Source: an optimization exercise on an open RTL-to-GDS flow (aim: small area). Production flows keep margins and buffers that such runs may drop.
Function was checked by simulation only, so behaviour that the tests miss may differ from the original.
Power figures rest on the tool's default switching activity, not on a simulated workload.

==> flow/design.v <==
package matrix_io_pkg;
    typedef logic [7:0] elem_t;       
    typedef logic [2:0] dim_t;        
    typedef logic [1:0] slot_t;       
    typedef logic [4:0] elem_idx_t;   
    typedef enum logic [1:0] {
        rx_get_rows,
        rx_get_cols,
        rx_get_data,
        rx_config
    } rx_state_t;
    typedef enum logic [3:0] {
        tx_idle,
        tx_load,
        tx_hundreds, tx_wait_hundreds,
        tx_tens,     tx_wait_tens,
        tx_units,    tx_wait_units,
        tx_space,    tx_wait_space,
        tx_cr,       tx_wait_cr,
        tx_lf,       tx_wait_lf
    } tx_state_t;
    localparam elem_t ascii_zero  = 8'h30;
    localparam elem_t ascii_space = 8'h20;
    localparam elem_t ascii_cr    = 8'h0d;
    localparam elem_t ascii_lf    = 8'h0a;
endpackage
`timescale 1ns/10ps
module ascii_num_parser (
    input  logic                 clk,
    input  logic                 rst_n,
    input  matrix_io_pkg::elem_t rx_data,
    input  logic                 rx_done,
    output matrix_io_pkg::elem_t num_value,
    output logic                 num_valid
);
    matrix_io_pkg::elem_t digit_off;
    logic                 is_digit;
    logic                 is_delim;
    logic                 in_number;    
    assign digit_off = rx_data - matrix_io_pkg::ascii_zero;
    assign is_digit  = (digit_off < 8'd10);
    assign is_delim  = (rx_data == matrix_io_pkg::ascii_space) ||
                       (rx_data == matrix_io_pkg::ascii_cr)    ||
                       (rx_data == matrix_io_pkg::ascii_lf);
    always_ff @(posedge clk or negedge rst_n) begin
        if (!rst_n) begin
            num_value <= '0;
            num_valid <= 1'b0;
            in_number <= 1'b0;
        end else begin
            num_valid <= 1'b0;    
            if (rx_done) begin
                if (is_digit) begin
                    in_number <= 1'b1;
                    if (in_number)
                        num_value <= num_value * 8'd10 + digit_off;   
                    else
                        num_value <= digit_off;                       
                end else if (is_delim && in_number) begin
                    num_valid <= 1'b1;
                    in_number <= 1'b0;
                end
            end
        end
    end
endmodule
`timescale 1ns/10ps
module matrix_store (
    input  logic                     clk,
    input  logic                     rst_n,
    input  matrix_io_pkg::elem_t     num_value,
    input  logic                     num_valid,
    input  logic                     config_en,
    input  matrix_io_pkg::slot_t     rd_slot,
    input  matrix_io_pkg::elem_idx_t rd_idx,
    output matrix_io_pkg::elem_t     rd_elem,
    output matrix_io_pkg::dim_t      rd_rows,
    output matrix_io_pkg::dim_t      rd_cols,
    output logic [3:0]               slot_valid
);
    matrix_io_pkg::dim_t  slot_rows [4];
    matrix_io_pkg::dim_t  slot_cols [4];
    matrix_io_pkg::rx_state_t rx_state;
    matrix_io_pkg::slot_t     wr_ptr;
    logic [2:0]               slot_cnt;
    matrix_io_pkg::dim_t      cur_rows;
    matrix_io_pkg::dim_t      cur_cols;
    matrix_io_pkg::elem_idx_t data_cnt;
    matrix_io_pkg::elem_idx_t last_idx;
    logic                     dim_ok;
    logic                     wr_en;
    logic                     last_elem;
    assign dim_ok    = (num_value >= 8'd1) && (num_value <= 8'd5);
    assign last_idx  = matrix_io_pkg::elem_idx_t'(cur_rows) *
                       matrix_io_pkg::elem_idx_t'(cur_cols) - 5'd1;
    assign wr_en     = num_valid && !config_en && (rx_state == matrix_io_pkg::rx_get_data);
    assign last_elem = wr_en && (data_cnt == last_idx);
    matrix_io_pkg::elem_t e0 [4];
    always_ff @(posedge clk) begin
        if (wr_en && data_cnt == 5'd0)
            e0[wr_ptr] <= num_value;
    end
    logic [4:0] phase;
    always_ff @(posedge clk or negedge rst_n) begin
        if (!rst_n) phase <= '0;
        else        phase <= (phase == 5'd23) ? 5'd0 : phase + 5'd1;
    end
    function automatic logic [4:0] add24(input logic [4:0] a, input logic [4:0] b);
        logic [5:0] s;
        logic [5:0] d;
        s = {1'b0, a} + {1'b0, b};
        d = s - 6'd24;
        add24 = (s >= 6'd24) ? d[4:0] : s[4:0];
    endfunction
    logic [4:0] wpos;
    logic [1:0] wdly;
    logic [2:0] wtgt;
    logic       ring_wr;
    assign wpos    = add24(data_cnt, phase);
    assign wdly    = 2'd0 - wpos[1:0];
    assign wtgt    = (wdly == 2'd0) ? wpos[4:2] :
                     (wpos[4:2] == 3'd5) ? 3'd0 : wpos[4:2] + 3'd1;
    assign ring_wr = wr_en && data_cnt != 5'd0;
    logic                 pv1, pv2, pv3;
    logic [1:0]           pd1;
    logic                 pd2;
    logic [2:0]           pt1, pt2, pt3;
    matrix_io_pkg::elem_t pq1, pq2, pq3;
    matrix_io_pkg::slot_t ps;
    always_ff @(posedge clk or negedge rst_n) begin
        if (!rst_n) begin
            pv1 <= 1'b0;
            pv2 <= 1'b0;
            pv3 <= 1'b0;
        end else begin
            pv1 <= ring_wr && wdly != 2'd0;
            pv2 <= pv1 && pd1 != 2'd1;
            pv3 <= pv2 && !pd2;
        end
    end
    always_ff @(posedge clk) begin
        pd1 <= wdly;
        pd2 <= (pd1 == 2'd2);
        pt1 <= wtgt;
        pt2 <= pt1;
        pt3 <= pt2;
        pq1 <= num_value;
        pq2 <= pq1;
        pq3 <= pq2;
        if (ring_wr)
            ps <= wr_ptr;
    end
    logic                 c0, c1, c2;
    logic                 c_en;
    matrix_io_pkg::slot_t c_slot;
    logic [2:0]           c_idx;
    matrix_io_pkg::elem_t c_data;
    assign c0     = ring_wr && wdly == 2'd0;
    assign c1     = pv1 && pd1 == 2'd1;
    assign c2     = pv2 && pd2;
    assign c_en   = c0 || c1 || c2 || pv3;
    assign c_slot = c0 ? wr_ptr : ps;
    assign c_idx  = c0 ? wtgt : c1 ? pt1 : c2 ? pt2 : pt3;
    assign c_data = c0 ? num_value : c1 ? pq1 : c2 ? pq2 : pq3;
    logic [7:0] ring [4][24];
    for (genvar s = 0; s < 4; s++) begin : g_slot
        for (genvar j = 0; j < 24; j++) begin : g_pos
            if (j % 4 == 0) begin : g_load
                logic sel;
                assign sel = c_en && c_slot == s && c_idx == j / 4;
                always_ff @(posedge clk) begin
                    if (j % 8 == 0)
                        ring[s][j] <= sel ? c_data : ~ring[s][(j + 23) % 24];
                    else
                        ring[s][j] <= sel ? ~c_data : ~ring[s][(j + 23) % 24];
                end
            end else begin : g_shift
                always_ff @(posedge clk)
                    ring[s][j] <= ring[s][j - 1];
            end
        end
    end
    always_ff @(posedge clk) begin
        if (last_elem) begin
            slot_rows[wr_ptr] <= cur_rows;
            slot_cols[wr_ptr] <= cur_cols;
        end
    end
    logic [4:0]           fpos;
    logic                 at_tap;
    matrix_io_pkg::elem_t tap_data;
    logic                 snoop;
    matrix_io_pkg::elem_t pf_buf;
    assign fpos     = add24(rd_idx, phase);
    assign at_tap   = (fpos[2:0] == 3'd0);
    assign tap_data = ring[rd_slot][{fpos[4:3], 3'd0}];
    assign snoop    = wr_en && wr_ptr == rd_slot && data_cnt == rd_idx + 5'd1;
    always_ff @(posedge clk) begin
        if (snoop)
            pf_buf <= num_value;
        else if (at_tap)
            pf_buf <= tap_data;
    end
    assign rd_elem = (rd_idx == 5'd0) ? e0[rd_slot] : pf_buf;
    assign rd_rows = slot_rows[rd_slot];
    assign rd_cols = slot_cols[rd_slot];
    always_ff @(posedge clk or negedge rst_n) begin
        if (!rst_n) begin
            rx_state   <= matrix_io_pkg::rx_get_rows;
            wr_ptr     <= '0;
            slot_cnt   <= 3'd2;
            slot_valid <= '0;
        end else if (config_en && rx_state != matrix_io_pkg::rx_config) begin
            rx_state <= matrix_io_pkg::rx_config;
        end else if (!config_en && rx_state == matrix_io_pkg::rx_config) begin
            rx_state <= matrix_io_pkg::rx_get_rows;
        end else if (num_valid) begin
            case (rx_state)
                matrix_io_pkg::rx_get_rows: begin
                    if (dim_ok)
                        rx_state <= matrix_io_pkg::rx_get_cols;
                end
                matrix_io_pkg::rx_get_cols: begin
                    rx_state <= dim_ok ? matrix_io_pkg::rx_get_data
                                       : matrix_io_pkg::rx_get_rows;
                end
                matrix_io_pkg::rx_get_data: begin
                    if (last_elem) begin
                        slot_valid[wr_ptr] <= 1'b1;
                        if ({1'b0, wr_ptr} >= slot_cnt - 3'd1)
                            wr_ptr <= '0;
                        else
                            wr_ptr <= wr_ptr + 2'd1;
                        rx_state <= matrix_io_pkg::rx_get_rows;
                    end
                end
                matrix_io_pkg::rx_config: begin
                    if (num_value == 8'd0)
                        slot_cnt <= 3'd1;
                    else if (num_value > 8'd4)
                        slot_cnt <= 3'd4;
                    else
                        slot_cnt <= num_value[2:0];
                    wr_ptr     <= '0;
                    slot_valid <= '0;
                end
                default: rx_state <= matrix_io_pkg::rx_get_rows;
            endcase
        end
    end
    always_ff @(posedge clk) begin
        if (!(config_en ^ (rx_state == matrix_io_pkg::rx_config)) && num_valid) begin
            if (rx_state == matrix_io_pkg::rx_get_rows)
                cur_rows <= matrix_io_pkg::dim_t'(num_value);
            if (rx_state == matrix_io_pkg::rx_get_cols) begin
                cur_cols <= matrix_io_pkg::dim_t'(num_value);
                data_cnt <= '0;
            end
            if (rx_state == matrix_io_pkg::rx_get_data && !last_elem)
                data_cnt <= data_cnt + 5'd1;
        end
    end
endmodule
`timescale 1ns/10ps
module matrix_printer (
    input  logic                     clk,
    input  logic                     rst_n,
    input  logic                     print_trigger,
    input  logic [3:0]               sw_select,
    input  logic [3:0]               slot_valid,
    input  matrix_io_pkg::elem_t     rd_elem,
    input  matrix_io_pkg::dim_t      rd_rows,
    input  matrix_io_pkg::dim_t      rd_cols,
    output matrix_io_pkg::slot_t     rd_slot,
    output matrix_io_pkg::elem_idx_t rd_idx,
    output matrix_io_pkg::elem_t     tx_data,
    output logic                     tx_start,
    input  logic                     tx_busy
);
    logic trig_meta, trig_sync, trig_prev;
    logic trig_edge;
    always_ff @(posedge clk or negedge rst_n) begin
        if (!rst_n) begin
            trig_meta <= 1'b0;
            trig_sync <= 1'b0;
            trig_prev <= 1'b0;
        end else begin
            trig_meta <= print_trigger;
            trig_sync <= trig_meta;
            trig_prev <= trig_sync;
        end
    end
    assign trig_edge = trig_sync & ~trig_prev;
    logic [3:0]           hit;
    matrix_io_pkg::slot_t sel_slot;
    logic                 sel_found;
    assign hit       = sw_select & slot_valid;
    assign sel_found = |hit;
    assign sel_slot  = hit[0] ? 2'd0 : hit[1] ? 2'd1 : hit[2] ? 2'd2 : 2'd3;
    matrix_io_pkg::elem_t val;
    logic [3:0]           dig_h, dig_t, dig_u;
    function automatic logic [3:0] div5_step(input logic [2:0] r, input logic b);
        logic       q;
        logic [2:0] n;
        q    = r[2] | (r[1] & (r[0] | b));
        n[0] = (~r[2] & ~r[1] & b) | ((r[2] | (r[1] & r[0])) & ~b);
        n[1] = (~r[2] & ~r[1] & r[0]) | (r[1] & r[0] & b) | (r[2] & ~b);
        n[2] = (r[1] & ~r[0] & ~b) | (r[2] & b);
        div5_step = {q, n};
    endfunction
    logic [3:0] s1, s2, s3, s4, s5, s6, s7;
    logic [4:0] quo;
    always_comb begin
        s1    = div5_step({1'b0, val[7], val[6]}, val[5]);
        s2    = div5_step(s1[2:0], val[4]);
        s3    = div5_step(s2[2:0], val[3]);
        s4    = div5_step(s3[2:0], val[2]);
        s5    = div5_step(s4[2:0], val[1]);
        quo   = {s1[3], s2[3], s3[3], s4[3], s5[3]};
        s6    = div5_step({1'b0, quo[4], quo[3]}, quo[2]);
        s7    = div5_step(s6[2:0], quo[1]);
        dig_h = {2'b00, s6[3], s7[3]};
        dig_t = {s7[2:0], quo[0]};
        dig_u = {s5[2:0], val[0]};
    end
    matrix_io_pkg::tx_state_t tx_state;
    matrix_io_pkg::dim_t      cols_m1;             
    matrix_io_pkg::dim_t      row_left, col_left;  
    logic                     row_end, mat_end;
    logic                     char_done;
    assign char_done = !tx_busy && !tx_start;
    assign row_end   = (col_left == 3'd0);
    assign mat_end   = (row_left == 3'd0);
    always_ff @(posedge clk or negedge rst_n) begin
        if (!rst_n) begin
            tx_state <= matrix_io_pkg::tx_idle;
            tx_start <= 1'b0;
            tx_data  <= '0;
        end else begin
            tx_start <= 1'b0;
            case (tx_state)
                matrix_io_pkg::tx_idle:
                    if (trig_edge && sel_found) tx_state <= matrix_io_pkg::tx_load;
                matrix_io_pkg::tx_load:
                    tx_state <= matrix_io_pkg::tx_hundreds;
                matrix_io_pkg::tx_hundreds: begin
                    if (val < 8'd100) begin
                        tx_state <= matrix_io_pkg::tx_tens;
                    end else begin
                        tx_data  <= {4'h3, dig_h};
                        tx_start <= 1'b1;
                        tx_state <= matrix_io_pkg::tx_wait_hundreds;
                    end
                end
                matrix_io_pkg::tx_wait_hundreds:
                    if (char_done) tx_state <= matrix_io_pkg::tx_tens;
                matrix_io_pkg::tx_tens: begin
                    if (val < 8'd10) begin
                        tx_state <= matrix_io_pkg::tx_units;
                    end else begin
                        tx_data  <= {4'h3, dig_t};
                        tx_start <= 1'b1;
                        tx_state <= matrix_io_pkg::tx_wait_tens;
                    end
                end
                matrix_io_pkg::tx_wait_tens:
                    if (char_done) tx_state <= matrix_io_pkg::tx_units;
                matrix_io_pkg::tx_units: begin
                    tx_data  <= {4'h3, dig_u};
                    tx_start <= 1'b1;
                    tx_state <= matrix_io_pkg::tx_wait_units;
                end
                matrix_io_pkg::tx_wait_units:
                    if (char_done) tx_state <= matrix_io_pkg::tx_space;
                matrix_io_pkg::tx_space: begin
                    tx_data  <= matrix_io_pkg::ascii_space;
                    tx_start <= 1'b1;
                    tx_state <= matrix_io_pkg::tx_wait_space;
                end
                matrix_io_pkg::tx_wait_space: if (char_done) begin
                    if (row_end)
                        tx_state <= matrix_io_pkg::tx_cr;
                    else
                        tx_state <= matrix_io_pkg::tx_load;
                end
                matrix_io_pkg::tx_cr: begin
                    tx_data  <= matrix_io_pkg::ascii_cr;
                    tx_start <= 1'b1;
                    tx_state <= matrix_io_pkg::tx_wait_cr;
                end
                matrix_io_pkg::tx_wait_cr:
                    if (char_done) tx_state <= matrix_io_pkg::tx_lf;
                matrix_io_pkg::tx_lf: begin
                    tx_data  <= matrix_io_pkg::ascii_lf;
                    tx_start <= 1'b1;
                    tx_state <= matrix_io_pkg::tx_wait_lf;
                end
                matrix_io_pkg::tx_wait_lf: if (char_done) begin
                    if (mat_end)
                        tx_state <= matrix_io_pkg::tx_idle;
                    else
                        tx_state <= matrix_io_pkg::tx_load;
                end
                default: tx_state <= matrix_io_pkg::tx_idle;
            endcase
        end
    end
    always_ff @(posedge clk) begin
        case (tx_state)
            matrix_io_pkg::tx_idle: if (trig_edge && sel_found) begin
                rd_slot <= sel_slot;
                rd_idx  <= '0;
            end
            matrix_io_pkg::tx_load: begin
                if (rd_idx == '0) begin
                    row_left <= rd_rows - 3'd1;
                    col_left <= rd_cols - 3'd1;
                    cols_m1  <= rd_cols - 3'd1;
                end
                val <= rd_elem;
            end
            matrix_io_pkg::tx_wait_space: if (char_done && !row_end) begin
                col_left <= col_left - 3'd1;
                rd_idx   <= rd_idx + 5'd1;
            end
            matrix_io_pkg::tx_wait_lf: if (char_done && !mat_end) begin
                row_left <= row_left - 3'd1;
                col_left <= cols_m1;
                rd_idx   <= rd_idx + 5'd1;
            end
            default: ;
        endcase
    end
endmodule
`timescale 1ns/10ps
module matrix_io_top #(
    parameter int max_slots = 4,
    parameter int max_dim   = 5
) (
    input  logic                 clk,
    input  logic                 rst_n,
    input  matrix_io_pkg::elem_t rx_data,
    input  logic                 rx_done,
    input  logic                 config_en,
    input  logic                 print_trigger,
    input  logic [3:0]           sw_select,
    input  logic                 tx_busy,
    output matrix_io_pkg::elem_t tx_data,
    output logic                 tx_start,
    output logic [3:0]           slot_valid
);
    matrix_io_pkg::elem_t     num_value;
    logic                     num_valid;
    matrix_io_pkg::slot_t     rd_slot;
    matrix_io_pkg::elem_idx_t rd_idx;
    matrix_io_pkg::elem_t     rd_elem;
    matrix_io_pkg::dim_t      rd_rows, rd_cols;
    ascii_num_parser u_parser (
        .clk       (clk),
        .rst_n     (rst_n),
        .rx_data   (rx_data),
        .rx_done   (rx_done),
        .num_value (num_value),
        .num_valid (num_valid)
    );
    matrix_store u_store (
        .clk        (clk),
        .rst_n      (rst_n),
        .num_value  (num_value),
        .num_valid  (num_valid),
        .config_en  (config_en),
        .rd_slot    (rd_slot),
        .rd_idx     (rd_idx),
        .rd_elem    (rd_elem),
        .rd_rows    (rd_rows),
        .rd_cols    (rd_cols),
        .slot_valid (slot_valid)
    );
    matrix_printer u_printer (
        .clk           (clk),
        .rst_n         (rst_n),
        .print_trigger (print_trigger),
        .sw_select     (sw_select),
        .slot_valid    (slot_valid),
        .rd_elem       (rd_elem),
        .rd_rows       (rd_rows),
        .rd_cols       (rd_cols),
        .rd_slot       (rd_slot),
        .rd_idx        (rd_idx),
        .tx_data       (tx_data),
        .tx_start      (tx_start),
        .tx_busy       (tx_busy)
    );
endmodule
==> flow/flow/run.sh <==
#!/bin/bash
# Own layout flow: the standard ORFS flow (standard.sh), with
#  - synthesis unchanged except for the ABC script, which maps for area
#    (amap) instead of the default delay-oriented mapping; registers are
#    mapped before ABC runs, so they are exactly the standard synthesis's;
#  - CTS without dummy loads;
#  - port buffers of the smallest buffer cell;
#  - no full/half-adder cell extraction before ABC.
# Every tool's output goes to the ORFS logs under orfs/logs; make's own
# output goes to flow_make.log in the work folder.
set -euo pipefail
cd "$(dirname "$0")/.."
W=$PWD

# synth.tcl with the ABC script replaced
python3 - "$FLOW_HOME/scripts/synth.tcl" "$W/flow/synth_area.tcl" "$W/flow/area.abc" <<'PY'
import sys
src, dst, abc = sys.argv[1:4]
t = open(src).read()
anchor = "source $::env(SCRIPTS_DIR)/synth_preamble.tcl\n"
assert anchor in t
t = t.replace(anchor, anchor +
    "set abc_args [list -script %s {*}$lib_args {*}$lib_dont_use_args]\n" % abc)
open(dst, "w").write(t)
PY
sed "s|source \$::env(SCRIPTS_DIR)/synth.tcl|source $W/flow/synth_area.tcl|" synth_recipe.tcl > flow/synth_recipe_area.tcl
grep -q "synth_area.tcl" flow/synth_recipe_area.tcl

# standard.sh with the synthesis script swapped
sed "s|SYNTH_SCRIPT=[^ ]*|SYNTH_SCRIPT=$W/flow/synth_recipe_area.tcl|" standard.sh > flow/standard_area.sh
grep -q "synth_recipe_area.tcl" flow/standard_area.sh

CTS_BUF=$(sed -n 's/.*CTS_BUF_LIST=\([^ ]*\).*/\1/p' standard.sh)
CTS_SIZE=$(sed -n 's/.*CTS_CLUSTER_SIZE=\([^ ]*\).*/\1/p' standard.sh)
CTS_DIAM=$(sed -n 's/.*CTS_CLUSTER_DIAMETER=\([^ ]*\).*/\1/p' standard.sh)
export CTS_ARGS="-sink_clustering_enable -repair_clock_nets -dont_use_dummy_load -sink_clustering_size $CTS_SIZE -sink_clustering_max_diameter $CTS_DIAM -buf_list $CTS_BUF"
export BUFFER_PORTS_ARGS="-buffer_cell sky130_fd_sc_hd__buf_1"
# leave adders to ABC instead of extracting full/half-adder cells
export ADDER_MAP_FILE=
if [[ -f flow/extra.env ]]; then source flow/extra.env; fi

bash flow/standard_area.sh > flow_make.log 2>&1
==> flow/flow/area.abc <==
strash
dc2
dch -f
amap
strash
dch -f
amap
topo
==> flow/standard.sh <==
#!/bin/bash
# synth_recipe.tcl (not shown) runs the flow's synth.tcl, then flattens the netlist and writes it again
# the make line also repeats each setting of config.mk as NAME=value (left out here)
make -C /OpenROAD-flow-scripts/flow DESIGN_CONFIG=/design/flow/config.mk WORK_HOME=/design/flow/orfs CLKGATE_MAP_FILE= SYNTH_SCRIPT=/design/flow/synth_recipe.tcl "${@:-finish}"
==> flow/config.mk <==
export PLATFORM = sky130hd
export DESIGN_NAME = matrix_io_top
export DESIGN_NICKNAME = matrix_io_top
export VERILOG_FILES = /design/flow/design.v
export SDC_FILE = /design/flow/constraint.sdc
export NUM_CORES = 4
export LEC_CHECK = 0
export CAP_MARGIN = 20
export CORE_MARGIN = 2
export CORE_UTILIZATION = 65
export CTS_BUF_LIST = sky130_fd_sc_hd__clkbuf_8
export CTS_CLUSTER_DIAMETER = 50
export CTS_CLUSTER_SIZE = 16
export PLACE_DENSITY = 0.75
export SLEW_MARGIN = 20
==> flow/constraint.sdc <==
create_clock -name core_clock -period 10.0 [get_ports {clk}]
set_input_delay 2.0000 -clock core_clock [delete_from_list [all_inputs] [get_ports {clk}]]
set_output_delay 2.0000 -clock core_clock [all_outputs]
set_load 0.01 [all_outputs]
==> results of run 1 <==
-- cells in the final DEF, fill, tap and decap left out, types with 20 or more instances in the layout --
cell,netlist,layout
a21oi_1,73,73
a22oi_1,22,22
buf_1,0,27
clkbuf_8,0,73
clkinv_1,149,149
dfrtp_1,42,42
dfxtp_1,804,804
edfxtp_1,101,101
nand2_1,76,76
nor2_1,205,205
nor3_1,23,20
o21ai_0,65,65
o22ai_1,217,216
-- cell usage after synthesis, types with 2 or more instances --
| library cell | n |
|---|---|
| dfxtp_1 | 804 |
| o22ai_1 | 217 |
| nor2_1 | 205 |
| clkinv_1 | 149 |
| edfxtp_1 | 101 |
| nand2_1 | 76 |
| a21oi_1 | 73 |
| o21ai_0 | 65 |
| dfrtp_1 | 42 |
| nor3_1 | 23 |
| a22oi_1 | 22 |
| o22a_1 | 18 |
| a221oi_1 | 17 |
| o32ai_1 | 16 |
| a222oi_1 | 15 |
| a31oi_1 | 15 |
| nand3_1 | 13 |
| nand4_1 | 12 |
| a22o_1 | 10 |
| o221ai_1 | 10 |
| or3_1 | 9 |
| a2111oi_0 | 8 |
| o21a_1 | 8 |
| nor2b_1 | 7 |
| nor4_1 | 7 |
| a41oi_1 | 6 |
| and2_0 | 6 |
| or2_0 | 5 |
| a211oi_1 | 4 |
| a32oi_1 | 3 |
| and4_1 | 3 |
| o31ai_1 | 3 |
| buf_4 | 2 |
-- kinds of logic (layout without fill, tap and decap cells) --
group / count (synthesis) / after routing / share of synthesized area
buffers and inverters: 151 / 266 / 0.0223
and+or+nand+nor: 368 / 368 / 0.0607
xor gates and xnor gates: 1 / 1 / 0.000340
other: 1 / 2 / 0.000146
DFF: 948 / 948 / 0.785
AOI/OAI and AO/OA: 516 / 516 / 0.132
-- where the power goes --
group	internal, W	switching [W]
Combinational	0.000253	0.000616
Clock	0.000657	0.00108
Sequential	0.00397	0.000107
-- critical path: stages --
cell and delay (ns):
buf_1 0.11, nor2_1 0.27, nand4_1 0.26, nor2_1 0.86, clkinv_1 0.65, o22ai_1 0.47, clkinv_1 0.19, or3_1 0.57
nor2_1 0.60, clkinv_1 0.41, o22ai_1 0.28
-- registers in the layout, summed over array words and instances, names as in the netlist, 6 cells and up --
name                count
u_parser.num_value      8
u_printer.tx_data       6
u_printer.val           8
u_store.e0             32
u_store.pf_buf          8
u_store.pq1             8
u_store.pq2             8
u_store.pq3             8
u_store.ring          768
u_store.slot_cols      12
u_store.slot_rows      12
-- routing by layer --
layer	vias to the layer above	GRT usage	share of wire
li1	7285	-	-
met1	7536	0.374	0.42
met2	643	0.472	0.47
met3	164	0.0449	0.060
met4	0	0.148	0.050
met5	-	0	0
-- through the flow --
step,std cells,cell area [µm²]
2_1_floorplan,1986,25700
3_3_place_gp,2546,26600
3_5_place_dp,2546,26600
4_1_cts,2619,27600
5_1_grt,2619,27600
6_report,2619,27600
-- area by class of cell --
| type | count | area [µm²] | area share |
|---|---|---|---|
| Clock buffer | 73 | 1000 | 0.0364 |
| Timing Repair Buffer | 44 | 226 | 0.00820 |
| Inverter | 149 | 559 | 0.0202 |
| Multi-Input combinational cell | 887 | 4990 | 0.181 |
| Tap cell | 518 | 648 | 0.0235 |
| Sequential cell | 948 | 20200 | 0.731 |
-- worst max path at each step --
stage	depth (start not counted)	slack, ns	startpoint	to
after CTS	11	3.97	config_en	u_store.ring[16][4]
after floorplan	11	4.85	config_en	u_store.ring[44][7]
final	11	3.84	config_en	u_store.ring[16][4]
after global routing	11	3.48	config_en	u_store.ring[16][6]
after global placement	11	3.77	config_en	u_store.ring[16][6]
after detailed placement	11	3.38	config_en	u_store.ring[16][4]
==> out/results.tsv, run 1 <==
stage	metric	value	unit
floorplan	dieHeight	203	µm
worst_setup_path	reg2reg_to	u_store.pf_buf[0]	
drt	drcViolationCount	0	
yosys	synth-edff-count	101	
clock_network	numCtsBuffers	73	
floorplan	die_w	203	µm
yosys	synth_area	0.0257	mm²
drt	routedWlPerCell	22.4	µm
finish	synthToLayoutAreaGrowth	7.34	%
drt	num_vias	15600	
floorplan	io_pins	31	
min_path	holdPathEnd	u_store.ring[94][2]	
drt	drtIter0Drc	1340	
drt	drt-pass1-iter-count	8	
yosys	synth-async-reset-ratio	0.0454	
worst_setup_path	required	10.53	ns
power	peakVddDrop	0.172	mV
worst_setup_path	r2r.worst_path.cells	21	
worst_setup_path	cp.arrival	6.69	ns
drt	wl	58700	µm
floorplan	start_util	0.663	
min_path	hold_depth	0	
placement	gp_congestion	0.915	
placement	io_buffers	28	
clock_network	cts.sinks	948	
worst_setup_path	critPathKind	in2reg	
clock_network	clkSlewWorstSetupHoldPaths	0.10	ns
yosys	avgSynthCellArea	13.0	µm²
yosys	ys_seq_elements	948	
flow_run	drv_cap	0	
yosys	syn_inst	1985	
finish	drive_gt1_frac	0.0452	
yosys	ys_warn_count	4	
min_path	hp-class	reg2reg	
min_path	min_from	u_store.ring[93][2]	
yosys	synth.area.top_cells	dfxtp_1 63%, edfxtp_1 12%, o22ai_1 5.3%	
floorplan	core_area	0.0388	mm²
clock_network	h-tree-depth	3	
sta	grt_setup_unrepaired	no	
worst_setup_path	endpoint_kind	flop	
clock_network	clk_latency	0.66	ns
power	powerDensity	242	mW/mm²
clock_network	cts_buffer_depth	3	
drt	via_per_inst	5.97	
clock_network	cts_setup_buffers	0	
sta	tightest_slew	1.13	ns
clock_network	root_buffer	clkbuf_8	
yosys	synth_cell_types	44	
status	status	finished clean	
yosys	ys.flop_type	dfxtp_1	
worst_setup_path	worst-r2r-setup-slack	4.61	ns
clock_network	cts_tree	built	
grt	grt_antenna_before_repair	1	
grt	grt_pass1_wl	87600	µm
clock_network	cts_resized	0	
grt	grt_util_all_layers	0.288	
yosys	ys_seq_area_frac	0.785	
sta	min_period	6.16	ns
grt	grt_max_degree	44	
sta	holdWs	0.283	ns
sta	finalClockSkew	0.0778	ns
sta	fmax	162	MHz
finish	utilization	0.712	
placement	dpl_worst_slack	3.38	ns
finish	final_nets	2121	
sta	fin_crit_sh	0.616	
yosys	synth.top_cell.area_share	0.625	
placement	hpwl	39700	µm
sta	timing.final.ws_setup	3.84	ns
power	power.total	0.00668	W
worst_setup_path	r2r-start	u_store.phase[1]	
sta	setup_viol	0	
finish	antennaDiodeCount	0	
worst_setup_path	path_max_fanout	16	
sta	drv_slew	0	
power	p_leak	10.3	nW
grt	grt_pass1_vias	15000	
sta	hold_violations	0	
grt	gr-total-overflow	0	
sta	slew_headroom	0.243	
clock_network	ctsHoldBuffers	0	
floorplan	die_area	0.0412	mm²
sta	setup-tns-final	0	ns
worst_setup_path	critPathLaunchType	primary input	
yosys	yosys.area.top_type	dfxtp_1	
floorplan	core.rowCount	72	
drt	drtAntennaViolNets	0	
finish	n_fill_cell	2620	
==> inputs of run 2 (changes only) <==
--- a/flow/design.v
+++ b/flow/design.v
@@ -72,7 +72,9 @@
     input  logic                     num_valid,
     input  logic                     config_en,
     input  matrix_io_pkg::slot_t     rd_slot,
-    input  matrix_io_pkg::elem_idx_t rd_idx,
+    input  logic                     rd_first,   
+    input  logic                     rd_start,   
+    input  logic                     rd_adv,     
     output matrix_io_pkg::elem_t     rd_elem,
     output matrix_io_pkg::dim_t      rd_rows,
     output matrix_io_pkg::dim_t      rd_cols,
@@ -82,7 +84,7 @@
     matrix_io_pkg::dim_t  slot_cols [4];
     matrix_io_pkg::rx_state_t rx_state;
     matrix_io_pkg::slot_t     wr_ptr;
-    logic [2:0]               slot_cnt;
+    matrix_io_pkg::slot_t     last_slot;    
     matrix_io_pkg::dim_t      cur_rows;
     matrix_io_pkg::dim_t      cur_cols;
     matrix_io_pkg::elem_idx_t data_cnt;
@@ -100,10 +102,15 @@
         if (wr_en && data_cnt == 5'd0)
             e0[wr_ptr] <= num_value;
     end
+    function automatic logic [4:0] inc24(input logic [4:0] a);
+        inc24 = (a == 5'd23) ? 5'd0 : a + 5'd1;
+    endfunction
     logic [4:0] phase;
+    logic [4:0] phase_nxt;
+    assign phase_nxt = inc24(phase);
     always_ff @(posedge clk or negedge rst_n) begin
         if (!rst_n) phase <= '0;
-        else        phase <= (phase == 5'd23) ? 5'd0 : phase + 5'd1;
+        else        phase <= phase_nxt;
     end
     function automatic logic [4:0] add24(input logic [4:0] a, input logic [4:0] b);
         logic [5:0] s;
@@ -187,28 +194,37 @@
         end
     end
     logic [4:0]           fpos;
+    logic [4:0]           fpos_nxt;
     logic                 at_tap;
     matrix_io_pkg::elem_t tap_data;
     logic                 snoop;
     matrix_io_pkg::elem_t pf_buf;
-    assign fpos     = add24(rd_idx, phase);
+    assign fpos_nxt = inc24(fpos);
+    always_ff @(posedge clk) begin
+        if (rd_start)
+            fpos <= phase_nxt;              
+        else if (rd_adv)
+            fpos <= inc24(fpos_nxt);
+        else
+            fpos <= fpos_nxt;
+    end
     assign at_tap   = (fpos[2:0] == 3'd0);
     assign tap_data = ring[rd_slot][{fpos[4:3], 3'd0}];
-    assign snoop    = wr_en && wr_ptr == rd_slot && data_cnt == rd_idx + 5'd1;
+    assign snoop    = ring_wr && wr_ptr == rd_slot && wpos == fpos_nxt;
     always_ff @(posedge clk) begin
         if (snoop)
             pf_buf <= num_value;
         else if (at_tap)
             pf_buf <= tap_data;
     end
-    assign rd_elem = (rd_idx == 5'd0) ? e0[rd_slot] : pf_buf;
+    assign rd_elem = rd_first ? e0[rd_slot] : pf_buf;
     assign rd_rows = slot_rows[rd_slot];
     assign rd_cols = slot_cols[rd_slot];
     always_ff @(posedge clk or negedge rst_n) begin
         if (!rst_n) begin
             rx_state   <= matrix_io_pkg::rx_get_rows;
             wr_ptr     <= '0;
-            slot_cnt   <= 3'd2;
+            last_slot  <= 2'd1;
             slot_valid <= '0;
         end else if (config_en && rx_state != matrix_io_pkg::rx_config) begin
             rx_state <= matrix_io_pkg::rx_config;
@@ -227,7 +243,7 @@
                 matrix_io_pkg::rx_get_data: begin
                     if (last_elem) begin
                         slot_valid[wr_ptr] <= 1'b1;
-                        if ({1'b0, wr_ptr} >= slot_cnt - 3'd1)
+                        if (wr_ptr >= last_slot)
                             wr_ptr <= '0;
                         else
                             wr_ptr <= wr_ptr + 2'd1;
@@ -236,11 +252,11 @@
                 end
                 matrix_io_pkg::rx_config: begin
                     if (num_value == 8'd0)
-                        slot_cnt <= 3'd1;
+                        last_slot <= 2'd0;
                     else if (num_value > 8'd4)
-                        slot_cnt <= 3'd4;
+                        last_slot <= 2'd3;
                     else
-                        slot_cnt <= num_value[2:0];
+                        last_slot <= 2'(num_value[2:0] - 3'd1);
                     wr_ptr     <= '0;
                     slot_valid <= '0;
                 end
@@ -272,7 +288,9 @@
     input  matrix_io_pkg::dim_t      rd_rows,
     input  matrix_io_pkg::dim_t      rd_cols,
     output matrix_io_pkg::slot_t     rd_slot,
-    output matrix_io_pkg::elem_idx_t rd_idx,
+    output logic                     rd_first,
+    output logic                     rd_start,
+    output logic                     rd_adv,
     output matrix_io_pkg::elem_t     tx_data,
     output logic                     tx_start,
     input  logic                     tx_busy
@@ -331,6 +349,10 @@
     assign char_done = !tx_busy && !tx_start;
     assign row_end   = (col_left == 3'd0);
     assign mat_end   = (row_left == 3'd0);
+    assign rd_start  = (tx_state == matrix_io_pkg::tx_idle) && trig_edge && sel_found;
+    assign rd_adv    = char_done &&
+                       (((tx_state == matrix_io_pkg::tx_wait_space) && !row_end) ||
+                        ((tx_state == matrix_io_pkg::tx_wait_lf) && !mat_end));
     always_ff @(posedge clk or negedge rst_n) begin
         if (!rst_n) begin
             tx_state <= matrix_io_pkg::tx_idle;
@@ -408,11 +430,12 @@
     always_ff @(posedge clk) begin
         case (tx_state)
             matrix_io_pkg::tx_idle: if (trig_edge && sel_found) begin
-                rd_slot <= sel_slot;
-                rd_idx  <= '0;
+                rd_slot  <= sel_slot;
+                rd_first <= 1'b1;
             end
             matrix_io_pkg::tx_load: begin
-                if (rd_idx == '0) begin
+                rd_first <= 1'b0;
+                if (rd_first) begin
                     row_left <= rd_rows - 3'd1;
                     col_left <= rd_cols - 3'd1;
                     cols_m1  <= rd_cols - 3'd1;
@@ -421,12 +444,10 @@
             end
             matrix_io_pkg::tx_wait_space: if (char_done && !row_end) begin
                 col_left <= col_left - 3'd1;
-                rd_idx   <= rd_idx + 5'd1;
             end
             matrix_io_pkg::tx_wait_lf: if (char_done && !mat_end) begin
                 row_left <= row_left - 3'd1;
                 col_left <= cols_m1;
-                rd_idx   <= rd_idx + 5'd1;
             end
             default: ;
         endcase
@@ -452,7 +473,7 @@
     matrix_io_pkg::elem_t     num_value;
     logic                     num_valid;
     matrix_io_pkg::slot_t     rd_slot;
-    matrix_io_pkg::elem_idx_t rd_idx;
+    logic                     rd_first, rd_start, rd_adv;
     matrix_io_pkg::elem_t     rd_elem;
     matrix_io_pkg::dim_t      rd_rows, rd_cols;
     ascii_num_parser u_parser (
@@ -470,7 +491,9 @@
         .num_valid  (num_valid),
         .config_en  (config_en),
         .rd_slot    (rd_slot),
-        .rd_idx     (rd_idx),
+        .rd_first   (rd_first),
+        .rd_start   (rd_start),
+        .rd_adv     (rd_adv),
         .rd_elem    (rd_elem),
         .rd_rows    (rd_rows),
         .rd_cols    (rd_cols),
@@ -486,7 +509,9 @@
         .rd_rows       (rd_rows),
         .rd_cols       (rd_cols),
         .rd_slot       (rd_slot),
-        .rd_idx        (rd_idx),
+        .rd_first      (rd_first),
+        .rd_start      (rd_start),
+        .rd_adv        (rd_adv),
         .tx_data       (tx_data),
         .tx_start      (tx_start),
         .tx_busy       (tx_busy)
--- a/flow/config.mk
+++ b/flow/config.mk
@@ -9,7 +9,7 @@
 export CORE_MARGIN = 2
 export CORE_UTILIZATION = 65
 export CTS_BUF_LIST = sky130_fd_sc_hd__clkbuf_8
-export CTS_CLUSTER_DIAMETER = 50
-export CTS_CLUSTER_SIZE = 16
+export CTS_CLUSTER_DIAMETER = 60
+export CTS_CLUSTER_SIZE = 20
 export PLACE_DENSITY = 0.75
 export SLEW_MARGIN = 20
==> out/results.tsv, run 2 <==
stage	metric	value	unit	change
status	status	finished clean		
clock_network	cts_tree	built		
sta	finalClockSkew	0.0462	ns	-0.0316 ns
power	p_leak	10.1	nW	-1.4%
drt	drt-pass1-iter-count	6		-2
worst_setup_path	cp.buffers_inverters	4		unchanged
placement	io_buffers	28		unchanged
clock_network	clk_latency	0.66	ns	about the same
placement	post_dp_cell_area	0.0265	mm²	-0.54%
drt	drcViolationCount	0		unchanged
clock_network	cts_buffer_depth	3		unchanged
worst_setup_path	critPathSlowestCell	nor2_1		
grt	gr-total-overflow	0		unchanged
finish	largest_reg_flops	768		unchanged
grt	grt_pass1_wl	84200	µm	-3.9%
clock_network	cts.sinks	948		unchanged
finish	drive_gt1_frac	0.0395		-0.00574
grt	grt_antenna_before_repair	3		+2
worst_setup_path	cp.arrival	5.79	ns	-0.90 ns
worst_setup_path	endpoint_kind	flop		
finish	synthToLayoutAreaGrowth	6.56	%	
floorplan	dieHeight	202	µm	-0.31%
finish	top_register	u_store.ring		
clock_network	numCtsBuffers	55		-25%
placement	dpl_worst_slack	4.13	ns	+0.747 ns
yosys	syn_inst	1952		-1.7%
sta	timing.final.ws_setup	4.76	ns	+0.915 ns
finish	final_common_cell	dfxtp_1		
sta	drv_slew	0		unchanged
drt	num_vias	15300		-2.4%
worst_setup_path	worstSetupStartpoint	config_en		
yosys	synth-edff-count	97		-4.0%
drt	routedWlPerCell	22.0	µm	-1.9%
finish	final_cell_mix	809 x dfxtp_1, 228 x o22ai_1, 174 x nor2_1		
worst_setup_path	worst-r2r-setup-slack	4.99	ns	+0.38 ns
worst_setup_path	critPathTopFamily	simple AND/OR/NAND/NOR gates		
yosys	synth.area.top_cells	dfxtp_1 63%, edfxtp_1 11%, o22ai_1 5.6%		
floorplan	core_area	0.0387	mm²	-0.23%
power	peakVddDrop	0.164	mV	-4.6%
grt	grt_pass1_vias	14600		-2.8%
sta	fin_crit_sh	0.524		-0.0915
min_path	hp-class	reg2reg		
yosys	synth_most_common_cell	dfxtp_1		
power	seqPwrFrac	0.616		+0.006
floorplan	io_pins	31		unchanged
placement	hpwl	39300	µm	-0.81%
sta	slew_headroom	0.248		+0.00510
worst_setup_path	reg2reg_to	u_store.pf_buf[0]		
clock_network	root_buffer	clkbuf_8		
yosys	ys_top_cells_by_count	809 x dfxtp_1, 229 x o22ai_1, 174 x nor2_1		
worst_setup_path	cp_slowest_stage_delay	0.67	ns	-0.19 ns
sta	tightest_slew	1.12	ns	-0.00759 ns
power	p_clk_frac	0.228		-0.032
clock_network	cts_setup_buffers	0		unchanged
worst_setup_path	worstPathCellList	buf_1, nor2_1, nand3_1, clkinv_1, nand2_1, clkinv_1, o22ai_1, nand3_1, nor2_1, clkinv_1, nor2_1, a21oi_1		
yosys	synth_cell_types	46		+4.5%
worst_setup_path	r2r-start	u_printer.rd_slot[0]		
sta	fmax	191	MHz	+17%
min_path	hold_depth	0		unchanged
power	sw_frac_of_total	0.282		+0.0117
clock_network	ctsHoldBuffers	0		unchanged
clock_network	h-tree-depth	2		-1
placement	gp_congestion	0.909		-0.73%
finish	final_nets	2072		-2.3%
drt	drtIter0Drc	1556		+16%
drt	via_per_inst	5.93		-0.58%
flow_run	drv_cap	0		unchanged
worst_setup_path	r2r.worst_path.cells	17		-19%
power	powerDensity	247	mW/mm²	+2.1%
worst_setup_path	path_max_fanout	14		-2
power	power.internal	0.00483	W	-0.93%
clock_network	cts_resized	0		unchanged
yosys	ys_warn_count	4		unchanged
worst_setup_path	critPathLaunchType	primary input		
power	p_switching	0.00190	W	+5.1%
grt	grt_max_degree	43		-2.3%
grt	grt_util_all_layers	0.276		-0.0124
worst_setup_path	critPathKind	in2reg		
clock_network	clkSlewWorstSetupHoldPaths	0.10	ns	about the same
sta	setup_viol	0		unchanged
drt	drtAntennaViolNets	0		unchanged
finish	finalInstanceArea	0.0273	mm²	-1.4%
yosys	synth.top_cell.area_share	0.633		+0.00792
worst_setup_path	crit_end	u_store.ring[44][7]		
sta	setup-tns-final	0	ns	unchanged
sta	hold_violations	0		unchanged
worst_setup_path	cp_num_cells	12		+1
yosys	avgSynthCellArea	13.1	µm²	+1.0%
worst_setup_path	required	10.55	ns	+0.02 ns
drt	wl	56500	µm	-3.6%
sta	min_period	5.24	ns	-0.915 ns
floorplan	core.rowCount	72		unchanged
sta	grt_setup_unrepaired	no		
yosys	synth_area	0.0256	mm²	-0.64%
yosys	ys.flop_type	dfxtp_1		
yosys	ys_seq_elements	948		unchanged
floorplan	die_area	0.0410	mm²	-0.62%
yosys	ys_seq_area_frac	0.788		+0.00327
yosys	yosys.area.top_type	dfxtp_1		
finish	largestRegisters	u_store.ring (768), u_store.e0 (32)		
power	pwr-share-comb	0.156		+0.026
floorplan	start_util	0.660		-0.00269
yosys	synth-async-reset-ratio	0.0443		-0.00105
floorplan	die_w	202	µm	-0.31%
==> run 2: power by group through the flow <==
stage / Sequential [W] / Clock (W) / Combinational, W
detailed placement: 0.00423 / 0 / 0.00102
global route: 0.00417 / 0.00168 / 0.00113
finish: 0.00415 / 0.00153 / 0.00105
CTS: 0.00414 / 0.00155 / 0.00102
floorplan: 0.00418 / 0 / 0.000669
global placement: 0.00422 / 0 / 0.000991
==> run 2: metrics by stage <==
stage          instances  utilization  hold WS, ns  total power [W]
2_1_floorplan       1953            -        0.310          0.00485
3_3_place_gp        2515        0.684        0.310          0.00521
3_5_place_dp        2515        0.684        0.312          0.00525
4_1_cts             2570        0.703        0.289          0.00671
5_1_grt             2570        0.704        0.289          0.00698
6_report            2572        0.704        0.288          0.00673
==> run 2: how the worst min path moves through the flow <==
stage                        start                  end  slack [ns]
6_report       u_store.ring[29][4]  u_store.ring[30][4]        0.29
5_1_grt        u_store.ring[37][7]  u_store.ring[38][7]        0.29
4_1_cts        u_store.ring[29][4]  u_store.ring[30][4]        0.29
3_5_place_dp   u_store.ring[94][3]  u_store.ring[95][3]        0.31
3_3_place_gp   u_store.ring[61][3]  u_store.ring[62][3]        0.31
2_1_floorplan   u_store.ring[9][0]  u_store.ring[10][0]        0.31
==> run 2: final cells by class <==
type,instances,area [µm²]
sequential,948,20200
fill,2684,11500
multi-input combinational,858,4900
clock buffer,55,757
tap,518,648
inverter,145,544
timing repair buffer,46,244
antenna,2,5.00
==> run 2: logic make-up after synthesis <==
family                 after synthesis  synth area share
AO/OA/AOI/OAI                      514             0.133
other                                1          0.000147
AND/OR/NAND/NOR                    341            0.0568
XOR/XNOR                             1          0.000342
flip-flops                         948             0.788
buffers and inverters              147            0.0219
==> run 2: per-layer routing <==
layer,global-route usage,vias up,wire [µm]
li1,-,7178,-
met1,0.374,7260,24000
met2,0.440,668,26100
met3,0.0471,153,4090
met4,0.124,0,2380
met5,0,-,0
==> inputs of run 3 (changes only) <==
--- a/flow/config.mk
+++ b/flow/config.mk
@@ -9,7 +9,7 @@
 export CORE_MARGIN = 2
 export CORE_UTILIZATION = 65
 export CTS_BUF_LIST = sky130_fd_sc_hd__clkbuf_8
-export CTS_CLUSTER_DIAMETER = 60
-export CTS_CLUSTER_SIZE = 20
+export CTS_CLUSTER_DIAMETER = 50
+export CTS_CLUSTER_SIZE = 18
 export PLACE_DENSITY = 0.75
 export SLEW_MARGIN = 20
==> out/results.tsv, run 3 <==
stage	metric	value	unit	change
status	status	finished clean		
worst_setup_path	worstPathCellList	buf_1, nor2_1, nand3_1, clkinv_1, nand2_1, clkinv_1, o22ai_1, nand3_1, nor2_1, clkinv_1, o22ai_1		
grt	met1_usage	0.373		-0.000826
floorplan	core.rowCount	72		unchanged
floorplan	core_area	0.0387	mm²	unchanged
finish	final_nets	2084		+0.58%
grt	grt_antenna_before_repair	2		-1
sta	min_period	5.30	ns	+0.0524 ns
worst_setup_path	required	10.53	ns	-0.02 ns
finish	largestRegisters	u_store.ring (768), u_store.e0 (32)		
placement	io_buffers	28		unchanged
worst_setup_path	critPathKind	in2reg		
power	seqPwrFrac	0.604		-0.012
clock_network	clk_latency	0.65	ns	about the same
sta	fin_crit_sh	0.530		+0.00524
sta	finalClockSkew	0.0687	ns	+0.0225 ns
sta	setup_viol	0		unchanged
grt	busiest_layer	met2		
grt	grt_util_all_layers	0.279		+0.00377
placement	post_dp_cell_area	0.0265	mm²	unchanged
clock_network	numCtsBuffers	67		+22%
finish	top_register	u_store.ring		
sta	setup-tns-final	0	ns	unchanged
clock_network	cts.sinks	948		unchanged
yosys	ys_seq_area_frac	0.788		unchanged
yosys	syn_inst	1952		unchanged
worst_setup_path	endpoint_kind	flop		
placement	dpl_worst_slack	4.13	ns	unchanged
power	peakVddDrop	0.188	mV	+15%
placement	hpwl	39300	µm	unchanged
floorplan	dieHeight	202	µm	unchanged
power	sw_frac_of_total	0.281		-0.00102
yosys	ys_top_cells_by_count	809 x dfxtp_1, 229 x o22ai_1, 174 x nor2_1		
yosys	yosys.area.top_type	dfxtp_1		
drt	drtIter0Drc	1601		+2.9%
power	p_switching	0.00193	W	+1.7%
sta	fmax	189	MHz	-0.99%
grt	met2_usage	0.444		+0.00453
clock_network	root_buffer	clkbuf_8		
floorplan	die_area	0.0410	mm²	unchanged
yosys	ys_warn_count	4		unchanged
worst_setup_path	cp.buffers_inverters	4		unchanged
yosys	synth_cell_types	46		unchanged
placement	gp_congestion	0.909		unchanged
drt	drt-pass1-iter-count	9		+3
clock_network	cts_setup_buffers	0		unchanged
clock_network	ctsHoldBuffers	0		unchanged
drt	via_per_inst	5.97		+0.68%
power	power.internal	0.00494	W	+2.3%
floorplan	start_util	0.660		unchanged
grt	gr-total-overflow	0		unchanged
drt	drtAntennaViolNets	0		unchanged
yosys	ys.flop_type	dfxtp_1		
worst_setup_path	critPathTopFamily	simple AND/OR/NAND/NOR gates		
power	p_leak	10.2	nW	+0.85%
grt	gr-usage-met3	0.0543		+0.00726
grt	grt_max_degree	43		unchanged
worst_setup_path	critPathLaunchType	primary input		
floorplan	die_w	202	µm	unchanged
flow_run	drv_cap	0		unchanged
power	pwr-share-comb	0.153		-0.003
finish	synthToLayoutAreaGrowth	7.19	%	
grt	grt_pass1_wl	85000	µm	+1.0%
worst_setup_path	critPathSlowestCell	nor2_1		
finish	final_cell_mix	809 x dfxtp_1, 228 x o22ai_1, 174 x nor2_1		
yosys	ys_seq_elements	948		unchanged
yosys	synth.area.top_cells	dfxtp_1 63%, edfxtp_1 11%, o22ai_1 5.6%		
power	powerDensity	250	mW/mm²	+1.5%
clock_network	cts_buffer_depth	3		unchanged
sta	tightest_slew	1.16	ns	+0.0438 ns
clock_network	cts_resized	0		unchanged
finish	final_common_cell	dfxtp_1		
yosys	synth-async-reset-ratio	0.0443		unchanged
sta	hold_violations	0		unchanged
yosys	synth_most_common_cell	dfxtp_1		
finish	drive_gt1_frac	0.0451		+0.00558
worst_setup_path	timing.critical_path.mode_cell	clkinv_1		
finish	finalInstanceArea	0.0274	mm²	+0.60%
finish	largest_reg_flops	768		unchanged
sta	timing.final.ws_setup	4.70	ns	-0.0524 ns
yosys	synth_area	0.0256	mm²	unchanged
drt	wl	57200	µm	+1.2%
sta	slew_headroom	0.219		-0.0294
clock_network	clkSlewWorstSetupHoldPaths	0.11	ns	about the same
yosys	synth-edff-count	97		unchanged
min_path	hp-class	reg2reg		
yosys	synth.top_cell.area_share	0.633		unchanged
clock_network	h-tree-depth	3		+1
clock_network	cts_tree	built		
power	p_clk_frac	0.243		+0.015
sta	grt_setup_unrepaired	no		
drt	num_vias	15400		+1.1%
grt	grt_pass1_vias	14700		+0.79%
worst_setup_path	cp.arrival	5.83	ns	+0.04 ns
drt	routedWlPerCell	22.2	µm	+0.80%
floorplan	io_pins	31		unchanged
sta	drv_slew	0		unchanged
worst_setup_path	cp_slowest_stage_delay	0.71	ns	+0.04 ns
drt	drcViolationCount	0		unchanged
yosys	avgSynthCellArea	13.1	µm²	unchanged
worst_setup_path	path_max_fanout	14		unchanged
==> run 3: cell counts after synthesis <==
Identical to the previous run, type by type.
==> run 3: through the flow <==
stage                     std cells   util  hold WS (ns)  power, W
after floorplan                1953      -         0.310   0.00485
after global placement         2515  0.684         0.310   0.00521
after detailed placement       2515  0.684         0.312   0.00525
after CTS                      2582  0.707         0.294   0.00685
after global routing           2582  0.708         0.304   0.00712
final                          2583  0.708         0.306   0.00687
==> run 3: path summary, 6_finish.rpt <==
| kind | depth (start not counted) | to | startpoint | slack, ns |
|---|---|---|---|---|
| worst max-delay path | 11 | u_store.ring[36][1] | config_en | 4.70 |
| worst min-delay path | 0 | u_store.ring[5][4] | u_store.ring[4][4] | 0.31 |
| worst max register to register | 17 | u_store.pf_buf[0] | u_printer.rd_slot[0] | 4.98 |
| worst min register to register | 0 | u_store.ring[5][4] | u_store.ring[4][4] | 0.31 |
| max in group asynchronous | 1 | u_store.rx_state[0] | rst_n | 8.21 |
| min in group asynchronous | 1 | u_parser.num_value[3] | rst_n | 1.37 |
==> run 3: final cells by class <==
cell class / instances / area (µm²)
sequential: 948 / 20200
fill: 2650 / 11300
multi-input combinational: 858 / 4900
clock buffer: 67 / 922
tap: 518 / 648
inverter: 145 / 544
timing repair buffer: 46 / 244
antenna: 1 / 2.50
==> run 3: power groups by stage <==
stage                     sequential, W  combinational (W)  clock (W)
after floorplan                 0.00418           0.000669          0
after global placement          0.00422           0.000991          0
after detailed placement        0.00423            0.00102          0
after CTS                       0.00414            0.00102    0.00169
after global routing            0.00417            0.00113    0.00182
final                           0.00415            0.00105    0.00167
==> run 3: cell families (layout without fill, tap and decap cells) <==
group           after synthesis  in the layout  share of synthesized area
simple gates                341            341                     0.0568
flops                       948            948                      0.788
compound gates              514            514                      0.133
xor+xnor                      1              1                   0.000342
other cells                   1              3                   0.000147
buf+inv                     147            258                     0.0219
==> run 3: routing by layer <==
layer	routed length [µm]	part of all wire
met3	4360	0.076
met1	23900	0.42
met5	0	0
met2	26300	0.46
met4	2690	0.047
==> inputs of run 4 (changes only) <==
--- a/flow/design.v
+++ b/flow/design.v
@@ -112,63 +112,52 @@
         if (!rst_n) phase <= '0;
         else        phase <= phase_nxt;
     end
-    function automatic logic [4:0] add24(input logic [4:0] a, input logic [4:0] b);
-        logic [5:0] s;
-        logic [5:0] d;
-        s = {1'b0, a} + {1'b0, b};
-        d = s - 6'd24;
-        add24 = (s >= 6'd24) ? d[4:0] : s[4:0];
-    endfunction
     logic [4:0] wpos;
-    logic [1:0] wdly;
-    logic [2:0] wtgt;
     logic       ring_wr;
-    assign wpos    = add24(data_cnt, phase);
-    assign wdly    = 2'd0 - wpos[1:0];
-    assign wtgt    = (wdly == 2'd0) ? wpos[4:2] :
-                     (wpos[4:2] == 3'd5) ? 3'd0 : wpos[4:2] + 3'd1;
+    logic [4:0] last_pos;     
+    assign wpos    = (data_cnt == 5'd1) ? phase_nxt : inc24(inc24(last_pos));
     assign ring_wr = wr_en && data_cnt != 5'd0;
-    logic                 pv1, pv2, pv3;
-    logic [1:0]           pd1;
-    logic                 pd2;
-    logic [2:0]           pt1, pt2, pt3;
+    always_ff @(posedge clk) begin
+        if (ring_wr) last_pos <= wpos;
+        else         last_pos <= inc24(last_pos);
+    end
+    logic                 wh1, wh2, wh3;
     matrix_io_pkg::elem_t pq1, pq2, pq3;
     matrix_io_pkg::slot_t ps;
     always_ff @(posedge clk or negedge rst_n) begin
         if (!rst_n) begin
-            pv1 <= 1'b0;
-            pv2 <= 1'b0;
-            pv3 <= 1'b0;
+            wh1 <= 1'b0;
+            wh2 <= 1'b0;
+            wh3 <= 1'b0;
         end else begin
-            pv1 <= ring_wr && wdly != 2'd0;
-            pv2 <= pv1 && pd1 != 2'd1;
-            pv3 <= pv2 && !pd2;
+            wh1 <= ring_wr;
+            wh2 <= wh1;
+            wh3 <= wh2;
         end
     end
     always_ff @(posedge clk) begin
-        pd1 <= wdly;
-        pd2 <= (pd1 == 2'd2);
-        pt1 <= wtgt;
-        pt2 <= pt1;
-        pt3 <= pt2;
         pq1 <= num_value;
         pq2 <= pq1;
         pq3 <= pq2;
         if (ring_wr)
             ps <= wr_ptr;
     end
-    logic                 c0, c1, c2;
+    logic                 c0, c_last, c_prev;
     logic                 c_en;
     matrix_io_pkg::slot_t c_slot;
-    logic [2:0]           c_idx;
+    logic [2:0]           c_idx;      
     matrix_io_pkg::elem_t c_data;
-    assign c0     = ring_wr && wdly == 2'd0;
-    assign c1     = pv1 && pd1 == 2'd1;
-    assign c2     = pv2 && pd2;
-    assign c_en   = c0 || c1 || c2 || pv3;
+    matrix_io_pkg::elem_t last_q;
+    assign c0     = ring_wr && wpos[1:0] == 2'd0;
+    assign c_last = (wh1 || wh2 || wh3) && last_pos[1:0] == 2'd3;
+    assign c_prev = wh1 && wh3 && last_pos[1:0] == 2'd0;
+    assign last_q = wh1 ? pq1 : wh2 ? pq2 : pq3;
+    assign c_en   = c0 || c_last || c_prev;
     assign c_slot = c0 ? wr_ptr : ps;
-    assign c_idx  = c0 ? wtgt : c1 ? pt1 : c2 ? pt2 : pt3;
-    assign c_data = c0 ? num_value : c1 ? pq1 : c2 ? pq2 : pq3;
+    assign c_idx  = c0 ? wpos[4:2] :
+                    c_prev ? last_pos[4:2] :
+                    (last_pos[4:2] == 3'd5) ? 3'd0 : last_pos[4:2] + 3'd1;
+    assign c_data = c0 ? num_value : c_prev ? pq3 : last_q;
     logic [7:0] ring [4][24];
     for (genvar s = 0; s < 4; s++) begin : g_slot
         for (genvar j = 0; j < 24; j++) begin : g_pos
==> out/results.tsv, run 4 <==
stage	metric	value	unit	change
status	status	finished clean		
yosys	yosys.area.top_type	dfxtp_1		
sta	slew_headroom	0.221		+0.00266
sta	tightest_slew	1.16	ns	-0.00396 ns
drt	dr_wl_met2	25800	µm	-1.8%
worst_setup_path	r2r.worst_path.cells	13		-4
yosys	ys_seq_area_frac	0.785		-0.00360
sta	grt_setup_unrepaired	no		
clock_network	h-tree-depth	3		unchanged
grt	grt_max_degree	43		unchanged
grt	grt_pass1_vias	14700		+0.075%
clock_network	cts_buffer_depth	3		unchanged
yosys	ys_warn_count	4		unchanged
placement	hpwl	38000	µm	-3.4%
clock_network	root_buffer	clkbuf_8		
yosys	syn_inst	1959		+0.36%
yosys	synth.area.top_cells	dfxtp_1 63%, edfxtp_1 11%, o22ai_1 5.3%		
finish	largest_reg_flops	768		unchanged
sta	min_period	6.56	ns	+1.26 ns
yosys	synth-async-reset-ratio	0.0446		+0.000330
power	power.total	0.00699	W	+1.8%
drt	drtIter0Drc	1522		-4.9%
drt	top_layer_used	met4		
floorplan	core.rowCount	72		unchanged
drt	num_vias	15300		-0.54%
drt	via_per_inst	5.93		-0.77%
finish	drive_gt1_frac	0.0435		-0.00160
sta	timing.final.ws_setup	3.44	ns	-1.26 ns
clock_network	clk_latency	0.64	ns	about the same
finish	final_nets	2091		+0.34%
placement	io_buffers	28		unchanged
clock_network	cts_resized	0		unchanged
drt	wl	55900	µm	-2.3%
yosys	synth-edff-count	97		unchanged
floorplan	core_area	0.0387	mm²	unchanged
yosys	synth.top_cell.area_share	0.629		-0.00397
yosys	avgSynthCellArea	13.0	µm²	-0.60%
min_path	min_from	u_store.ring[1][2]		
yosys	ys_top_cells_by_count	802 x dfxtp_1, 218 x o22ai_1, 182 x nor2_1		
placement	gp_congestion	0.960		+5.7%
power	powerDensity	256	mW/mm²	+2.1%
drt	drcViolationCount	0		unchanged
floorplan	die_area	0.0409	mm²	-0.23%
clock_network	cts_tree	built		
clock_network	numCtsBuffers	66		-1.5%
yosys	synth_cell_types	54		+17%
yosys	ys_seq_elements	941		-0.74%
worst_setup_path	required	10.55	ns	+0.02 ns
worst_setup_path	cp.arrival	7.11	ns	+1.28 ns
worst_setup_path	r2r-start	u_store.data_cnt[2]		
worst_setup_path	critPathLaunchType	primary input		
worst_setup_path	worst-r2r-setup-slack	3.77	ns	-1.21 ns
floorplan	start_util	0.659		-0.00158
floorplan	dieHeight	202	µm	-0.12%
drt	dr_wl_met3	3830	µm	-12%
yosys	ys.flop_type	dfxtp_1		
sta	setup-tns-final	0	ns	unchanged
finish	largestRegisters	u_store.ring (768), u_store.e0 (32)		
drt	routedWlPerCell	21.6	µm	-2.5%
sta	fmax	152	MHz	-19%
sta	setup_viol	0		unchanged
finish	top_register	u_store.ring		
grt	grt_antenna_before_repair	1		-1
yosys	synth_area	0.0255	mm²	-0.24%
sta	finalClockSkew	0.0751	ns	+0.00641 ns
finish	synthToLayoutAreaGrowth	7.08	%	
clock_network	clkSlewWorstSetupHoldPaths	0.10	ns	about the same
drt	drt-pass1-iter-count	7		-2
min_path	hp-class	reg2reg		
drt	met1_length	24000	µm	+0.61%
yosys	synth_most_common_cell	dfxtp_1		
worst_setup_path	critPathKind	in2reg		
finish	final_common_cell	dfxtp_1		
grt	gr-total-overflow	0		unchanged
worst_setup_path	reg2reg_to	u_store.ring[56][6]		
clock_network	ctsHoldBuffers	0		unchanged
min_path	holdPathEnd	u_store.ring[2][2]		
power	p_leak	10.2	nW	-0.64%
placement	dpl_worst_slack	2.97	ns	-1.15 ns
power	peakVddDrop	0.162	mV	-14%
worst_setup_path	path_max_fanout	15		+1
worst_setup_path	endpoint_kind	flop		
sta	drv_slew	0		unchanged
floorplan	io_pins	31		unchanged
finish	antennaDiodeCount	0		-1
drt	drtAntennaViolNets	0		unchanged
finish	final_cell_mix	802 x dfxtp_1, 216 x o22ai_1, 182 x nor2_1		
sta	hold_violations	0		unchanged
min_path	hold_depth	0		unchanged
sta	fin_crit_sh	0.656		+0.126
floorplan	die_w	202	µm	-0.12%
grt	grt_util_all_layers	0.276		-0.00292
flow_run	drv_cap	0		unchanged
clock_network	cts_setup_buffers	0		unchanged
grt	grt_pass1_wl	85000	µm	about the same
clock_network	cts.sinks	941		-0.74%
run 4: changes by cell type after synthesis, sizes merged, moves of 7 or more:
cell / change
o32ai: +9
a221oi: -7
o22ai: -11
a21oi: -8
nand2: +12
nor2: +8
a222oi: -7
dfxtp: -7
run 4: layout make-up:
cell class,instances,area (µm²)
Fill cell,2646,11400
Clock buffer,66,908
Inverter,146,548
Sequential cell,941,20000
Tap cell,518,648
Multi-Input combinational cell,871,4960
Timing Repair Buffer,47,244
run 4: critical path: stages:
cell	delay [ns]
buf_1	0.11
nor2_1	0.25
nand3_1	0.17
nor2_1	0.60
nand2_1	0.16
nor2_1	0.78
clkinv_1	0.64
o22ai_1	0.38
clkinv_1	0.12
or3_1	0.47
nor2_1	0.66
clkinv_1	0.47
o22ai_1	0.27
run 4: worst max path at each step:
stage	cells past startpoint	start	end	slack [ns]
floorplan	13	config_en	u_store.ring[52][7]	4.61
global placement	13	config_en	u_store.ring[56][6]	3.30
detailed placement	13	config_en	u_store.ring[56][6]	2.97
CTS	13	config_en	u_store.ring[56][6]	3.61
global route	13	config_en	u_store.ring[56][6]	2.95
finish	13	config_en	u_store.ring[56][6]	3.44
run 4: per-stage QoR:
step	util	hold WS (ns)	std cells	instance area, µm²
2_1_floorplan	-	0.310	1960	25500
3_3_place_gp	0.682	0.310	2521	26400
3_5_place_dp	0.682	0.312	2521	26400
4_1_cts	0.705	0.298	2587	27300
5_1_grt	0.705	0.301	2589	27300
6_report	0.705	0.292	2589	27300
run 4: cell families (layout without fill, tap and decap cells):
| group | count (synthesis) | count (layout) | synth area share |
|---|---|---|---|
| buf+inv | 148 | 259 | 0.0221 |
| compound gates | 511 | 511 | 0.134 |
| other cells | 1 | 2 | 0.000147 |
| simple gates | 358 | 358 | 0.0595 |
| flops | 941 | 941 | 0.785 |
run 4: power by group:
part,switching (W),leakage (nW),internal (W)
clock,0.00105,0.475,0.000597
sequential,0.000144,8.09,0.00400
combinational,0.000843,1.60,0.000360
run 4: metal layers:
metal,GRT usage,vias up
li1,-,7196
met1,0.376,7385
met2,0.446,614
met3,0.0490,150
met4,0.108,0
met5,0,-

-- re-timing with driven ports --
How much do the figures lean on ideal ports? The routed layouts below were timed once more, with nothing changed but the port constraints.
Step 1 (the two cells are an assumption about what drives the block):
set clk [get_ports {clk}]
set_driving_cell -lib_cell sky130_fd_sc_hd__clkbuf_16 $clk
set_driving_cell -lib_cell sky130_fd_sc_hd__buf_2 [delete_from_list [all_inputs] $clk]
Step 2 adds t to the input delays and takes it off the output delays; t is the mean of the earliest and latest rising clock arrival at the registers after step 1. Input paths then give back, and output paths get back, about the clock's delay inside the block.
a / b / c = no drivers / after step 1 / after step 2; a / b = the first two.
| run | shift t [ns] | setup WS [ns] | slew at the worst register clock pin (ns) |
|---|---|---|---|
| run 1 | 0.678 | 3.841 / 3.869 / 3.191 | 0.10 / 0.10 |
| run 2 | 0.692 | 4.756 / 4.781 / 4.089 | 0.12 / 0.12 |
| run 3 | 0.673 | 4.704 / 4.729 / 4.056 | 0.11 / 0.11 |
| run 4 | 0.655 | 3.440 / 3.469 / 2.813 | 0.11 / 0.11 |
After both steps setup and hold are still met in every run listed. For run 2, which loses most, drivers alone change the setup slack by +0.025 ns; drivers and shift together by -0.667 ns.
